Background: an optimization exercise with open tools, aiming at small area, a short achievable clock period and few clock cycles per item. Do not read the settings as production practice. RTL that was checked went through simulation tests only; none was proved equivalent to the original. No activity file was given, so power comes from the tool's default toggle rates.

==> build 43: inputs <==
// mult_stage
module mult_stage
(
  input  logic                            i_clk,
  input  logic                            i_rst,
  input  logic                            FS_rdy,
  output logic                            FS_ack,
  input  logic [32:0]                     i_ctl,
  input  logic [PEROW*DWD-1:0]            i_input,
  input  logic [PEROW*DWD-1:0]            i_weight,
  input  logic [PEROW*PSUMDWD-1:0]        i_psum,
  output logic                            MS_rdy,
  input  logic                            MS_ack,
  output logic [PEROW*PSUMDWD-1:0]        o_prod,
  output logic [PEROW*PSUMDWD-1:0]        o_psum,
  output logic [7:0]                      o_ctl
);
==> module mult_stage, before the edit <==
module mult_stage
(
  input  logic                            i_clk,
  input  logic                            i_rst,
  input  logic                            FS_rdy,
  output logic                            FS_ack,
  input  logic [32:0]                     i_ctl,
  input  logic [PEROW*DWD-1:0]            i_input,
  input  logic [PEROW*DWD-1:0]            i_weight,
  input  logic [PEROW*PSUMDWD-1:0]        i_psum,
  output logic                            MS_rdy,
  input  logic                            MS_ack,
  output logic [PEROW*PSUMDWD-1:0]        o_prod,
  output logic [PEROW*PSUMDWD-1:0]        o_psum,
  output logic [7:0]                      o_ctl
);
  mult_stage_pkg::ms_ctl_t ctl;
  assign ctl = i_ctl;
  function automatic [3:0] numt_oh(input [NTW-1:0] n);
    case (n)
      3'd0, 3'd1: numt_oh = 4'b0001;
      3'd2:       numt_oh = 4'b0010;
      3'd3:       numt_oh = 4'b0100;
      default:    numt_oh = 4'b1000;
    endcase
  endfunction
  logic full, is_mul, is_x;
  logic [3:0] sa, wen;
  logic [DWD-1:0] mx, nmx;
  logic [PEROW*PSUMDWD-1:0] cs_s, cs_c, s_q, c_q;
  assign MS_rdy = full;
  assign FS_ack = FS_rdy && (!full || MS_ack);
  assign is_x   = ctl.mode == XNOR;
  assign is_mul = (ctl.mode != XNOR) && (ctl.mode <= P4);
  assign sa     = {4{is_mul}} & numt_oh(ctl.inumt);
  assign wen    = {ctl.wnumt >= 3'd4, ctl.wnumt >= 3'd3, ctl.wnumt >= 3'd2, 1'b1};
  assign mx     = {DWD{is_x}} & ctl.au_mask;
  assign nmx    = {DWD{is_x}} & ~ctl.au_mask;
  always_ff @(posedge i_clk) begin
    if (i_rst)       full <= 1'b0;
    else if (FS_ack) full <= 1'b1;
    else if (MS_ack) full <= 1'b0;
  end
  always_ff @(posedge i_clk) begin
    if (FS_ack) begin
      s_q    <= cs_s;
      c_q    <= cs_c;
      o_psum <= i_psum;
      o_ctl  <= ctl.pass;
    end
  end
  for (genvar r = 0; r < PEROW; r++) begin : g_lane
    mult_slice_lane u_lane (
      .is_x   (is_x),
      .sa     (sa),
      .wen    (wen),
      .a      (i_input[DWD*r +: DWD]),
      .w      (i_weight[DWD*r +: DWD]),
      .mx     (mx),
      .nmx    (nmx),
      .cs_s   (cs_s[PSUMDWD*r +: PSUMDWD]),
      .cs_c   (cs_c[PSUMDWD*r +: PSUMDWD])
    );
    logic [PSUMDWD-1:0] sg, sp, gg, pp;
    assign sg = s_q[PSUMDWD*r +: PSUMDWD] & c_q[PSUMDWD*r +: PSUMDWD];
    assign sp = s_q[PSUMDWD*r +: PSUMDWD] ^ c_q[PSUMDWD*r +: PSUMDWD];
    always_comb begin
      gg = sg;
      pp = sp;
      for (int l = 0; l < 5; l++)
        for (int i = 0; i < PSUMDWD; i++)
          if ((i >> l) & 1) begin
            gg[i] = gg[i] | (pp[i] & gg[((i >> l) << l) - 1]);
            pp[i] = pp[i] & pp[((i >> l) << l) - 1];
          end
    end
    assign o_prod[PSUMDWD*r +: PSUMDWD] = sp ^ {gg[PSUMDWD-2:0], 1'b0};
  end
endmodule
clock: 10.0 ns
lec_check: 0
cap_margin: 20
core_margin: 2
core_utilization: 40
place_density: 0.7
setup_slack_margin: 4.5
slew_margin: 20
tns_end_percent: 20
standard.sh (not shown) runs the stock make flow with config.mk's settings and CLKGATE_MAP_FILE= SYNTH_SCRIPT=/design/flow/synth_recipe.tcl, a recipe that flattens the netlist after the stock synthesis.
==> flow/flow/run.sh <==
#!/bin/bash
# The standard layout, with every port buffered by a minimum-size buffer
# (sky130_fd_sc_hd__buf_1) instead of the delay cell buffer_ports picks by itself.
set -euo pipefail
bash standard.sh "BUFFER_PORTS_ARGS=-buffer_cell sky130_fd_sc_hd__buf_1" finish > standard_make.log 2>&1
==> trial 14 (differences from build 43) <==
--- a/flow/design.v
+++ b/flow/design.v
@@ -34,4 +34,24 @@
   assign co = a & b;
 endmodule
+module mult_add32 (input logic [31:0] x, y, output logic [31:0] z);
+  logic [31:0] g, p, gg, pp;
+  always_comb begin
+    g  = x & y;
+    p  = x ^ y;
+    gg = g;
+    pp = p;
+    for (int d = 1; d < 32; d = d * 2)
+      for (int i = 2 * d - 1; i < 32; i = i + 2 * d) begin
+        gg[i] = gg[i] | (pp[i] & gg[i-d]);
+        pp[i] = pp[i] & pp[i-d];
+      end
+    for (int d = 8; d >= 1; d = d / 2)
+      for (int i = 3 * d - 1; i < 32; i = i + 2 * d) begin
+        gg[i] = gg[i] | (pp[i] & gg[i-d]);
+        pp[i] = pp[i] & pp[i-d];
+      end
+    z = p ^ {gg[30:0], 1'b0};
+  end
+endmodule
 module mult_slice_lane
 (
@@ -429,18 +449,9 @@
       .cs_c   (cs_c[PSUMDWD*r +: PSUMDWD])
     );
-    logic [PSUMDWD-1:0] sg, sp, gg, pp;
-    assign sg = s_q[PSUMDWD*r +: PSUMDWD] & c_q[PSUMDWD*r +: PSUMDWD];
-    assign sp = s_q[PSUMDWD*r +: PSUMDWD] ^ c_q[PSUMDWD*r +: PSUMDWD];
-    always_comb begin
-      gg = sg;
-      pp = sp;
-      for (int l = 0; l < 5; l++)
-        for (int i = 0; i < PSUMDWD; i++)
-          if ((i >> l) & 1) begin
-            gg[i] = gg[i] | (pp[i] & gg[((i >> l) << l) - 1]);
-            pp[i] = pp[i] & pp[((i >> l) << l) - 1];
-          end
-    end
-    assign o_prod[PSUMDWD*r +: PSUMDWD] = sp ^ {gg[PSUMDWD-2:0], 1'b0};
+    mult_add32 u_add (
+      .x (s_q[PSUMDWD*r +: PSUMDWD]),
+      .y (c_q[PSUMDWD*r +: PSUMDWD]),
+      .z (o_prod[PSUMDWD*r +: PSUMDWD])
+    );
   end
 endmodule
Settings changed: ABC_AREA set to 1, CTS_BUF_LIST set to sky130_fd_sc_hd__clkbuf_4 sky130_fd_sc_hd__clkbuf_8, PLACE_DENSITY 0.7 to not set, TNS_END_PERCENT 20 to not set.
==> trial 85 (differences from build 43) <==
--- a/flow/design.v
+++ b/flow/design.v
@@ -429,18 +429,5 @@
       .cs_c   (cs_c[PSUMDWD*r +: PSUMDWD])
     );
-    logic [PSUMDWD-1:0] sg, sp, gg, pp;
-    assign sg = s_q[PSUMDWD*r +: PSUMDWD] & c_q[PSUMDWD*r +: PSUMDWD];
-    assign sp = s_q[PSUMDWD*r +: PSUMDWD] ^ c_q[PSUMDWD*r +: PSUMDWD];
-    always_comb begin
-      gg = sg;
-      pp = sp;
-      for (int l = 0; l < 5; l++)
-        for (int i = 0; i < PSUMDWD; i++)
-          if ((i >> l) & 1) begin
-            gg[i] = gg[i] | (pp[i] & gg[((i >> l) << l) - 1]);
-            pp[i] = pp[i] & pp[((i >> l) << l) - 1];
-          end
-    end
-    assign o_prod[PSUMDWD*r +: PSUMDWD] = sp ^ {gg[PSUMDWD-2:0], 1'b0};
+    assign o_prod[PSUMDWD*r +: PSUMDWD] = s_q[PSUMDWD*r +: PSUMDWD] + c_q[PSUMDWD*r +: PSUMDWD];
   end
 endmodule
Settings changed: PLACE_DENSITY 0.7 to not set, SETUP_SLACK_MARGIN 4.5 to not set, TNS_END_PERCENT 20 to not set.
==> results.txt <==
- Of trial 85 and build 43, build 43 has the higher global-route usage (gap 0.67 points).
- The highest via count belongs to trial 14, the lowest to build 43.
- Between trial 85 and build 43, the lower power is in build 43 (gap about 5.7%, measured against build 43).
- The lowest sequential share of layout area belongs to trial 14, the highest to trial 85.
- Against build 43, the clock skew of trial 14 is higher by 0.013 ns.
Testbench counts of build 43, summed over its fixed seeds: cycles 3,208, items 3,200.
Testbench counts of trial 85, summed over its fixed seeds: cycles 3,208, items 3,200.
Function not checked in trial 14: the RTL went through the layout flow alone.

* * *

==> 03-16: inputs <==
Another version of the RTL of mult_stage (not shown whole).
## mult_stage
module mult_stage
(
  input  logic                            i_clk,
  input  logic                            i_rst,
  input  logic                            FS_rdy,
  output logic                            FS_ack,
  input  logic [32:0]                     i_ctl,
  input  logic [PEROW*DWD-1:0]            i_input,
  input  logic [PEROW*DWD-1:0]            i_weight,
  input  logic [PEROW*PSUMDWD-1:0]        i_psum,
  output logic                            MS_rdy,
  input  logic                            MS_ack,
  output logic [PEROW*PSUMDWD-1:0]        o_prod,
  output logic [PEROW*PSUMDWD-1:0]        o_psum,
  output logic [7:0]                      o_ctl
);
export LEC_CHECK = 0
export CAP_MARGIN = 20
export CORE_MARGIN = 2
export CORE_UTILIZATION = 40
export SETUP_SLACK_MARGIN = 4.3
export SLEW_MARGIN = 20
create_clock -name core_clock -period 10.0 [get_ports {i_clk}]
Scripts as last shown in full above: flow/flow/run.sh
==> 11-08: changes against 03-16 <==
--- a/flow/design.v
+++ b/flow/design.v
@@ -39,16 +39,15 @@
   input  logic [3:0]         sa,        
   input  logic [3:0]         wen,       
   input  logic [DWD-1:0]     a,
   input  logic [DWD-1:0]     w,
   input  logic [DWD-1:0]     mx,        
   input  logic [DWD-1:0]     nmx,       
-  output logic [PSUMDWD-1:0] cs_p,      
-  output logic [PSUMDWD-1:0] cs_g       
+  output logic [PSUMDWD-1:0] cs_s,
+  output logic [PSUMDWD-1:0] cs_c
 );
-  logic [PSUMDWD-1:0] cs_s, cs_c;
   logic [DWD-1:0] ae;
   logic [16:0] ax;
   logic [16:0] pp [8];
   logic [7:0]  nb;
   logic [15:0] xb, zb;
   assign ae = ({DWD{sa[0]}} & {{12{a[3]}},  a[3:0]})
@@ -361,14 +360,12 @@
   mult_fa u141 (.a(c88), .b(s114), .c(c113), .s(s141), .co(c141));
   mult_fa u142 (.a(pp[7][12]), .b(c114), .c(s115), .s(s142), .co(c142));
   mult_fa u143 (.a(pp[7][13]), .b(~pp[6][15]), .c(c115), .s(s143), .co(c143));
   mult_fa u144 (.a(pp[6][15]), .b(~pp[6][16]), .c(pp[7][14]), .s(s144), .co(c144));
   assign cs_s = {1'b1, pp[7][15], ~pp[7][15], s144, c142, s142, c140, c139, s139, c137, c136, c135, c134, c133, c132, c131, c130, c129, c128, c127, c126, c125, c124, c123, c122, s122, s121, c119, c118, c117, c116, s47};
   assign cs_c = {1'b0, ~pp[7][16], c144, c143, s143, c141, s141, s140, c138, s138, s137, s136, s135, s134, s133, s132, s131, s130, s129, s128, s127, s126, s125, s124, s123, c121, c120, s120, s119, s118, s117, s116};
-  assign cs_p = cs_s ^ cs_c;
-  assign cs_g = cs_s & cs_c;
 endmodule
 import mult_stage_pkg::*;
 module mult_stage
 (
   input  logic                            i_clk,
   input  logic                            i_rst,
@@ -394,13 +391,13 @@
       default:    numt_oh = 4'b1000;
     endcase
   endfunction
   logic full, is_mul, is_x;
   logic [3:0] sa, wen;
   logic [DWD-1:0] mx, nmx;
-  logic [PEROW*PSUMDWD-1:0] cs_p, cs_g, p_q, g_q;
+  logic [PEROW*PSUMDWD-1:0] cs_s, cs_c, s_q, c_q;
   assign MS_rdy = full;
   assign FS_ack = FS_rdy && (!full || MS_ack);
   assign is_x   = ctl.mode == XNOR;
   assign is_mul = (ctl.mode != XNOR) && (ctl.mode <= P4);
   assign sa     = {4{is_mul}} & numt_oh(ctl.inumt);
   assign wen    = {ctl.wnumt >= 3'd4, ctl.wnumt >= 3'd3, ctl.wnumt >= 3'd2, 1'b1};
@@ -410,14 +407,14 @@
     if (i_rst)       full <= 1'b0;
     else if (FS_ack) full <= 1'b1;
     else if (MS_ack) full <= 1'b0;
   end
   always_ff @(posedge i_clk) begin
     if (FS_ack) begin
-      p_q    <= cs_p;
-      g_q    <= cs_g;
+      s_q    <= cs_s;
+      c_q    <= cs_c;
       o_psum <= i_psum;
       o_ctl  <= ctl.pass;
     end
   end
   for (genvar r = 0; r < PEROW; r++) begin : g_lane
     mult_slice_lane u_lane (
@@ -425,27 +422,12 @@
       .sa     (sa),
       .wen    (wen),
       .a      (i_input[DWD*r +: DWD]),
       .w      (i_weight[DWD*r +: DWD]),
       .mx     (mx),
       .nmx    (nmx),
-      .cs_p   (cs_p[PSUMDWD*r +: PSUMDWD]),
-      .cs_g   (cs_g[PSUMDWD*r +: PSUMDWD])
+      .cs_s   (cs_s[PSUMDWD*r +: PSUMDWD]),
+      .cs_c   (cs_c[PSUMDWD*r +: PSUMDWD])
     );
-    logic [PSUMDWD-1:0] gg, pp;
-    always_comb begin
-      gg = g_q[PSUMDWD*r +: PSUMDWD];
-      pp = p_q[PSUMDWD*r +: PSUMDWD];
-      for (int d = 1; d < PSUMDWD; d = d * 2)
-        for (int i = 2 * d - 1; i < PSUMDWD; i = i + 2 * d) begin
-          gg[i] = gg[i] | (pp[i] & gg[i-d]);
-          pp[i] = pp[i] & pp[i-d];
-        end
-      for (int d = PSUMDWD / 4; d >= 1; d = d / 2)
-        for (int i = 3 * d - 1; i < PSUMDWD; i = i + 2 * d) begin
-          gg[i] = gg[i] | (pp[i] & gg[i-d]);
-          pp[i] = pp[i] & pp[i-d];
-        end
-    end
-    assign o_prod[PSUMDWD*r +: PSUMDWD] = p_q[PSUMDWD*r +: PSUMDWD] ^ {gg[PSUMDWD-2:0], 1'b0};
+    assign o_prod[PSUMDWD*r +: PSUMDWD] = s_q[PSUMDWD*r +: PSUMDWD] + c_q[PSUMDWD*r +: PSUMDWD];
   end
 endmodule
- SETUP_SLACK_MARGIN: 4.3 -> 4.5
- SYNTH_HIERARCHICAL: default -> 1
==> 10-12: changes against 03-16 <==
--- a/flow/design.v
+++ b/flow/design.v
@@ -48,16 +48,16 @@
   logic [PSUMDWD-1:0] cs_s, cs_c;
   logic [DWD-1:0] ae;
   logic [16:0] ax;
   logic [16:0] pp [8];
   logic [7:0]  nb;
   logic [15:0] xb, zb;
-  assign ae = ({DWD{sa[0]}} & {{12{a[3]}},  a[3:0]})
-            | ({DWD{sa[1]}} & {{8{a[7]}},   a[7:0]})
-            | ({DWD{sa[2]}} & {{4{a[11]}},  a[11:0]})
-            | ({DWD{sa[3]}} & a);
+  assign ae[3:0]   = a[3:0];
+  assign ae[7:4]   = sa[0] ? {4{a[3]}} : a[7:4];
+  assign ae[11:8]  = sa[0] ? {4{a[3]}} : sa[1] ? {4{a[7]}} : a[11:8];
+  assign ae[15:12] = sa[0] ? {4{a[3]}} : sa[1] ? {4{a[7]}} : sa[2] ? {4{a[11]}} : a[15:12];
   assign ax = {ae[15], ae};
   always_comb begin
     for (int j = 0; j < 8; j++) begin
       logic b2, b1, b0, en, one, two, ng, nx;
       b2  = w[2*j+1];
       b1  = w[2*j];
@@ -399,14 +399,14 @@
   logic [DWD-1:0] mx, nmx;
   logic [PEROW*PSUMDWD-1:0] cs_p, cs_g, p_q, g_q;
   assign MS_rdy = full;
   assign FS_ack = FS_rdy && (!full || MS_ack);
   assign is_x   = ctl.mode == XNOR;
   assign is_mul = (ctl.mode != XNOR) && (ctl.mode <= P4);
-  assign sa     = {4{is_mul}} & numt_oh(ctl.inumt);
-  assign wen    = {ctl.wnumt >= 3'd4, ctl.wnumt >= 3'd3, ctl.wnumt >= 3'd2, 1'b1};
+  assign sa     = numt_oh(ctl.inumt);
+  assign wen    = {4{is_mul}} & {ctl.wnumt >= 3'd4, ctl.wnumt >= 3'd3, ctl.wnumt >= 3'd2, 1'b1};
   assign mx     = {DWD{is_x}} & ctl.au_mask;
   assign nmx    = {DWD{is_x}} & ~ctl.au_mask;
   always_ff @(posedge i_clk) begin
     if (i_rst)       full <= 1'b0;
     else if (FS_ack) full <= 1'b1;
     else if (MS_ack) full <= 1'b0;
- SETUP_SLACK_MARGIN: 4.3 -> 4.5
- TNS_END_PERCENT: default -> 0
==> 09-05: changes against 03-16 <==
--- a/flow/design.v
+++ b/flow/design.v
@@ -39,16 +39,15 @@
   input  logic [3:0]         sa,        
   input  logic [3:0]         wen,       
   input  logic [DWD-1:0]     a,
   input  logic [DWD-1:0]     w,
   input  logic [DWD-1:0]     mx,        
   input  logic [DWD-1:0]     nmx,       
-  output logic [PSUMDWD-1:0] cs_p,      
-  output logic [PSUMDWD-1:0] cs_g       
+  output logic [PSUMDWD-1:0] cs_s,
+  output logic [PSUMDWD-1:0] cs_c
 );
-  logic [PSUMDWD-1:0] cs_s, cs_c;
   logic [DWD-1:0] ae;
   logic [16:0] ax;
   logic [16:0] pp [8];
   logic [7:0]  nb;
   logic [15:0] xb, zb;
   assign ae = ({DWD{sa[0]}} & {{12{a[3]}},  a[3:0]})
@@ -361,14 +360,12 @@
   mult_fa u141 (.a(c88), .b(s114), .c(c113), .s(s141), .co(c141));
   mult_fa u142 (.a(pp[7][12]), .b(c114), .c(s115), .s(s142), .co(c142));
   mult_fa u143 (.a(pp[7][13]), .b(~pp[6][15]), .c(c115), .s(s143), .co(c143));
   mult_fa u144 (.a(pp[6][15]), .b(~pp[6][16]), .c(pp[7][14]), .s(s144), .co(c144));
   assign cs_s = {1'b1, pp[7][15], ~pp[7][15], s144, c142, s142, c140, c139, s139, c137, c136, c135, c134, c133, c132, c131, c130, c129, c128, c127, c126, c125, c124, c123, c122, s122, s121, c119, c118, c117, c116, s47};
   assign cs_c = {1'b0, ~pp[7][16], c144, c143, s143, c141, s141, s140, c138, s138, s137, s136, s135, s134, s133, s132, s131, s130, s129, s128, s127, s126, s125, s124, s123, c121, c120, s120, s119, s118, s117, s116};
-  assign cs_p = cs_s ^ cs_c;
-  assign cs_g = cs_s & cs_c;
 endmodule
 import mult_stage_pkg::*;
 module mult_stage
 (
   input  logic                            i_clk,
   input  logic                            i_rst,
@@ -394,13 +391,13 @@
       default:    numt_oh = 4'b1000;
     endcase
   endfunction
   logic full, is_mul, is_x;
   logic [3:0] sa, wen;
   logic [DWD-1:0] mx, nmx;
-  logic [PEROW*PSUMDWD-1:0] cs_p, cs_g, p_q, g_q;
+  logic [PEROW*PSUMDWD-1:0] cs_s, cs_c, s_q, c_q;
   assign MS_rdy = full;
   assign FS_ack = FS_rdy && (!full || MS_ack);
   assign is_x   = ctl.mode == XNOR;
   assign is_mul = (ctl.mode != XNOR) && (ctl.mode <= P4);
   assign sa     = {4{is_mul}} & numt_oh(ctl.inumt);
   assign wen    = {ctl.wnumt >= 3'd4, ctl.wnumt >= 3'd3, ctl.wnumt >= 3'd2, 1'b1};
@@ -410,14 +407,14 @@
     if (i_rst)       full <= 1'b0;
     else if (FS_ack) full <= 1'b1;
     else if (MS_ack) full <= 1'b0;
   end
   always_ff @(posedge i_clk) begin
     if (FS_ack) begin
-      p_q    <= cs_p;
-      g_q    <= cs_g;
+      s_q    <= cs_s;
+      c_q    <= cs_c;
       o_psum <= i_psum;
       o_ctl  <= ctl.pass;
     end
   end
   for (genvar r = 0; r < PEROW; r++) begin : g_lane
     mult_slice_lane u_lane (
@@ -425,27 +422,25 @@
       .sa     (sa),
       .wen    (wen),
       .a      (i_input[DWD*r +: DWD]),
       .w      (i_weight[DWD*r +: DWD]),
       .mx     (mx),
       .nmx    (nmx),
-      .cs_p   (cs_p[PSUMDWD*r +: PSUMDWD]),
-      .cs_g   (cs_g[PSUMDWD*r +: PSUMDWD])
+      .cs_s   (cs_s[PSUMDWD*r +: PSUMDWD]),
+      .cs_c   (cs_c[PSUMDWD*r +: PSUMDWD])
     );
-    logic [PSUMDWD-1:0] gg, pp;
+    logic [PSUMDWD-1:0] sg, sp, gg, pp;
+    assign sg = s_q[PSUMDWD*r +: PSUMDWD] & c_q[PSUMDWD*r +: PSUMDWD];
+    assign sp = s_q[PSUMDWD*r +: PSUMDWD] ^ c_q[PSUMDWD*r +: PSUMDWD];
     always_comb begin
-      gg = g_q[PSUMDWD*r +: PSUMDWD];
-      pp = p_q[PSUMDWD*r +: PSUMDWD];
-      for (int d = 1; d < PSUMDWD; d = d * 2)
-        for (int i = 2 * d - 1; i < PSUMDWD; i = i + 2 * d) begin
-          gg[i] = gg[i] | (pp[i] & gg[i-d]);
-          pp[i] = pp[i] & pp[i-d];
-        end
-      for (int d = PSUMDWD / 4; d >= 1; d = d / 2)
-        for (int i = 3 * d - 1; i < PSUMDWD; i = i + 2 * d) begin
-          gg[i] = gg[i] | (pp[i] & gg[i-d]);
-          pp[i] = pp[i] & pp[i-d];
-        end
+      gg = sg;
+      pp = sp;
+      for (int l = 0; l < 5; l++)
+        for (int i = 0; i < PSUMDWD; i++)
+          if ((i >> l) & 1) begin
+            gg[i] = gg[i] | (pp[i] & gg[((i >> l) << l) - 1]);
+            pp[i] = pp[i] & pp[((i >> l) << l) - 1];
+          end
     end
-    assign o_prod[PSUMDWD*r +: PSUMDWD] = p_q[PSUMDWD*r +: PSUMDWD] ^ {gg[PSUMDWD-2:0], 1'b0};
+    assign o_prod[PSUMDWD*r +: PSUMDWD] = sp ^ {gg[PSUMDWD-2:0], 1'b0};
   end
 endmodule
- SETUP_SLACK_MARGIN: 4.3 -> 4.8
- TNS_END_PERCENT: default -> 20
==> comparison table <==
Number of clock buffers inserted by TritonCTS: 10-12 49; 03-16 47; 09-05 48; 11-08 49
Slew of the pin with the lowest slew margin: 10-12 0.924 ns; 03-16 1.12 ns; 09-05 0.883 ns; 11-08 1.09 ns
Seq cells: 10-12 385; 03-16 385; 09-05 385; 11-08 393
Tmin final: 10-12 5.60 ns; 03-16 5.88 ns; 09-05 5.65 ns; 11-08 5.68 ns
Met2 routed WL: 10-12 66700 um; 03-16 63600 um; 09-05 66300 um; 11-08 73900 um
Cell Pwr Density: 10-12 205 nW/um^2; 03-16 216 nW/um^2; 09-05 227 nW/um^2; 11-08 228 nW/um^2
Post-synthesis instance area: 10-12 42400 sq um; 03-16 41800 sq um; 09-05 41800 sq um; 11-08 45600 sq um
Complex-gate fraction of the synthesized area: 10-12 0.131; 03-16 0.142; 09-05 0.142; 11-08 0.152
Post-synthesis adder-cell area fraction: 10-12 0.304; 03-16 0.310; 09-05 0.300; 11-08 0.279
Worst setup path endpoint: 10-12 p_q[82]; 03-16 p_q[51]; 09-05 o_prod[90]; 11-08 c_q[49]
Number of cells on the worst reg-to-reg path: 10-12 3; 03-16 4; 09-05 4; 11-08 4
Syn Inst Count: 10-12 4193; 03-16 4069; 09-05 4114; 11-08 4320
Reported sequential group power: 10-12 2.90 mW; 03-16 3.00 mW; 09-05 2.66 mW; 11-08 2.64 mW
Outcome: 10-12 complete, no violations; 03-16 complete, no violations; 09-05 complete, no violations; 11-08 complete, no violations
Starting Density: 10-12 0.403; 03-16 0.404; 09-05 0.404; 11-08 0.404
Post-route clock period utilization: 10-12 0.560; 03-16 0.588; 09-05 0.565; 11-08 0.568
Via count: 10-12 33900; 03-16 33200; 09-05 33900; 11-08 35600
Final clock-cell share: 10-12 0.0333; 03-16 0.0310; 09-05 0.0319; 11-08 0.0290
Routed length on met1: 10-12 57300 um; 03-16 54400 um; 09-05 56700 um; 11-08 63600 um
Area share of the largest cell type after synthesis: 10-12 0.272; 03-16 0.276; 09-05 0.276; 11-08 0.258
VDD IR-drop max: 10-12 183 uV; 03-16 185 uV; 09-05 338 uV; 11-08 191 uV
Relative contribution of sequential cells to total power: 10-12 0.284; 03-16 0.275; 09-05 0.231; 11-08 0.217
Full die area: 10-12 109000 sq um; 03-16 107000 sq um; 09-05 107000 sq um; 11-08 117000 sq um
Testbench counts of 11-08, summed over its fixed seeds: cycles 3,208, items 3,200.
Testbench counts of 09-05, summed over its fixed seeds: cycles 3,208, items 3,200.
Only the layout flow was run in 03-16 and 10-12; the RTL was not checked for function there.

## re-timing with driven ports
No port has a modelled driver above. Below, the same layouts with a new extraction and two added sets of constraints.
Step 1, drivers: a clkbuf_16 drives i_clk and a buf_2 each remaining input, both assumed.
Step 2 moves the port delays by t, midway between the first and last clock arrival at a register: inputs arrive t later, outputs are due t later. That takes back most of the time a late clock gives input paths.
Slacks: ideal ports / drivers / drivers and shift; pairs: ideal ports / drivers.
| run | shift t [ns] | setup WS [ns] | worst hold slack (ns) | clock arrival spread, ns | cell pins on the clock port's net |
|---|---|---|---|---|---|
| build 43 | 0.693 | 4.395 / 4.374 / 3.727 | 0.563 / 0.563 / 0.563 | 0.030 / 0.030 | 1 |
| trial 14 | 0.821 | 4.479 / 4.522 / 3.701 | 0.523 / 0.523 / 0.523 | 0.054 / 0.054 | 1 |
| trial 85 | 0.689 | 3.208 / 3.252 / 2.564 | 0.564 / 0.564 / 0.564 | 0.049 / 0.049 | 1 |
| 03-16 | 0.701 | 4.124 / 4.169 / 3.468 | 0.579 / 0.579 / 0.579 | 0.046 / 0.045 | 1 |
| 11-08 | 0.698 | 4.319 / 4.369 / 3.671 | 0.568 / 0.568 / 0.568 | 0.025 / 0.026 | 1 |
| 10-12 | 0.711 | 4.405 / 4.428 / 3.717 | 0.566 / 0.566 / 0.566 | 0.028 / 0.028 | 1 |
| 09-05 | 0.698 | 4.352 / 4.292 / 3.836 | 0.590 / 0.590 / 0.590 | 0.038 / 0.038 | 1 |
After both steps setup and hold are still met in every run listed. The setup slack of trial 14, which loses most, moves by +0.043 ns with the drivers and by -0.778 ns with both steps.
